Context: an optimization exercise on an open-source flow, tuned for small area, a short achievable clock period and few clock cycles per item. The choices shown serve that exercise and are no tape-out recipe.
Function was checked by simulation only, so behaviour that the tests miss may differ from the original.

Design mult_div_unit, start of the top module:
module mult_div_unit
#(
   parameter int WIDTH = MD_WIDTH
) (
   input  logic             clk,
   input  logic             rst,
   input  logic             mult_en_e,
   input  logic             div_en_e,
   input  logic             unsigned_instr_e,
   input  logic             hi_write_e,
   input  logic             lo_write_e,
   input  logic [1:0]       hi_src_e,
   input  logic [1:0]       lo_src_e,
   input  logic [WIDTH-1:0] src_a_e,
   input  logic [WIDTH-1:0] src_b_e,
   output logic [WIDTH-1:0] hi_out,
   output logic [WIDTH-1:0] lo_out,
   output logic             busy,
   output logic             done
);
   localparam int AW   = WIDTH + 5;           
   localparam int LW   = $clog2(WIDTH) + 1;   
   localparam int SKIP = 8;                   
   localparam int NCP  = 4;                   
   logic             op_mul_q,  op_mul_d;     
   logic             op_mulc_q, op_mulc_d;    
   logic             op_dpre_q, op_dpre_d;    
   logic             op_skip_q, op_skip_d;    
   logic             op_step_q, op_step_d;    
   logic             op_dcor_q, op_dcor_d;    
   logic             op_dnq_q,  op_dnq_d;     
   logic             op_dnr_q,  op_dnr_d;     
   logic [WIDTH-1:0] hi_q, hi_d;
   logic [WIDTH-1:0] lo_q, lo_d;
   logic             busy_q, busy_d;
   logic             done_q, done_d;
   logic [WIDTH:0]   m_q, m_d;         
   logic             ext_q, ext_d;     
   logic [LW-1:0]    cnt_q, cnt_d;     
   logic [LW-1:0]    n_q, n_d;         
   logic             sa_q, sa_d;       
   logic             cf_q, cf_d;       
  ...
Size: ~1900 cells after synthesis, ~170 flip-flops, about 140 I/O pins, about 16000 µm² of cells after synthesis.
==> flow/config.mk <==
export PLATFORM = sky130hd
export DESIGN_NAME = mult_div_unit
export DESIGN_NICKNAME = mult_div_unit
export VERILOG_FILES = /design/flow/design.v
export SDC_FILE = /design/flow/constraint.sdc
export NUM_CORES = 4
export LEC_CHECK = 0
export CAP_MARGIN = 20
export CORE_MARGIN = 2
export CORE_UTILIZATION = 40
export SLEW_MARGIN = 20
==> flow/constraint.sdc <==
create_clock -name core_clock -period 11.0 [get_ports {clk}]
set_input_delay 2.2000 -clock core_clock [delete_from_list [all_inputs] [get_ports {clk}]]
set_output_delay 2.2000 -clock core_clock [all_outputs]
set_load 0.01 [all_outputs]
standard.sh (not shown) runs the stock make flow with config.mk's settings and CLKGATE_MAP_FILE= SYNTH_SCRIPT=/design/flow/synth_recipe.tcl, a recipe that flattens the netlist after the stock synthesis.
==> flow/flow/run.sh <==
#!/bin/bash
# Layout flow: the standard ORFS flow (standard synthesis, floorplan,
# placement, CTS, routing) with two changes:
#  - timing repair is asked to leave more setup slack than the clock period
#    needs (flow/setup_margin, in ns), so the achieved period shrinks;
#  - the port buffers are plain buffers (flow/port_buffer) instead of the
#    delay cell the resizer picks by default.
# All of make's output goes to flow_make.log in the work folder; ORFS keeps
# each tool's own log under orfs/logs.
set -euo pipefail
MARGIN=$(cat flow/setup_margin)
PORTBUF=$(cat flow/port_buffer)
bash standard.sh SETUP_SLACK_MARGIN="$MARGIN" "BUFFER_PORTS_ARGS=-buffer_cell $PORTBUF" finish > flow_make.log 2>&1
==> flow/flow/port_buffer <==
sky130_fd_sc_hd__buf_1
==> flow/flow/setup_margin <==
6.5
Testbench counts at the start, summed over its fixed seeds: cycles 23,002, ops 2,400.
Change:
==> flow/flow/run.sh (replaced) <==
#!/bin/bash
# Layout flow: the standard ORFS flow (standard synthesis, floorplan,
# placement, CTS, routing) with timing repair asked to leave more setup slack
# than the clock period needs, so the achieved period shrinks.  All of make's
# output goes to flow_make.log in the work folder; ORFS keeps each tool's own
# log under orfs/logs.
set -euo pipefail
MARGIN=$(cat flow/setup_margin)
bash standard.sh SETUP_SLACK_MARGIN="$MARGIN" finish > flow_make.log 2>&1
--- a/flow/config.mk
+++ b/flow/config.mk
@@ -8,4 +8,4 @@
 export CAP_MARGIN = 20
 export CORE_MARGIN = 2
-export CORE_UTILIZATION = 40
+export CORE_UTILIZATION = 60
 export SLEW_MARGIN = 20
removed: flow/flow/port_buffer
=> The new run produced a clean layout; final area climbs by 3.8%; clock skew grows by 3.3 ps; hold slack gets worse by 12 ps.
Change:
==> flow/flow/run.sh (replaced) <==
#!/bin/bash
# Layout flow: the standard ORFS flow (standard synthesis, floorplan,
# placement, CTS, routing) with two changes:
#  - timing repair is asked to leave more setup slack than the clock period
#    needs (flow/setup_margin, in ns), so the achieved period shrinks;
#  - the port buffers are plain buffers (flow/port_buffer) instead of the
#    delay cell the resizer picks by default.
# All of make's output goes to flow_make.log in the work folder; ORFS keeps
# each tool's own log under orfs/logs.
set -euo pipefail
MARGIN=$(cat flow/setup_margin)
PORTBUF=$(cat flow/port_buffer)
bash standard.sh SETUP_SLACK_MARGIN="$MARGIN" "BUFFER_PORTS_ARGS=-buffer_cell $PORTBUF" finish > flow_make.log 2>&1
==> flow/flow/port_buffer (new file) <==
sky130_fd_sc_hd__buf_1
--- a/flow/config.mk
+++ b/flow/config.mk
@@ -9,3 +9,4 @@
 export CORE_MARGIN = 2
 export CORE_UTILIZATION = 60
+export CTS_BUF_LIST = sky130_fd_sc_hd__clkbuf_4 sky130_fd_sc_hd__clkbuf_8
 export SLEW_MARGIN = 20
Effect:
- register-to-register slack gains 90 ps
- worst hold slack barely changes
- synthesized area stays the same
- flip-flop and latch count stays the same
- sequential share of layout area climbs by 1.5 points
- design area goes down by a few percent
- via count fell slightly

-- re-timing with driven ports --
How much do the figures lean on ideal ports? The routed layouts below were timed once more, with nothing changed but the port constraints.
Step 1 assumes that a clkbuf_16 drives the clock port and a buf_2 every other input.
Step 2, shift: input delay + t, output delay - t, t = (earliest + latest rising clock arrival at the registers) / 2. This alone moves slack from input paths to output paths.
Slacks: ideal / step 1 / step 2; pairs: ideal / step 1.
run | t (ns) | slack for setup (ns) | slew at the worst register clock pin (ns) | cell pins on the clock port's net
the first run | 0.506 | 6.594 / 6.594 / 6.239 | 0.08 / 0.08 | 1
the second run | 0.509 | 6.445 / 6.445 / 6.083 | 0.09 / 0.09 | 1
the third run | 0.537 | 6.530 / 6.530 / 6.148 | 0.12 / 0.12 | 1
After both steps setup and hold are still met in every run listed. For the third run, which loses most, drivers alone change the setup slack by 0.000 ns; drivers and shift together by -0.382 ns.
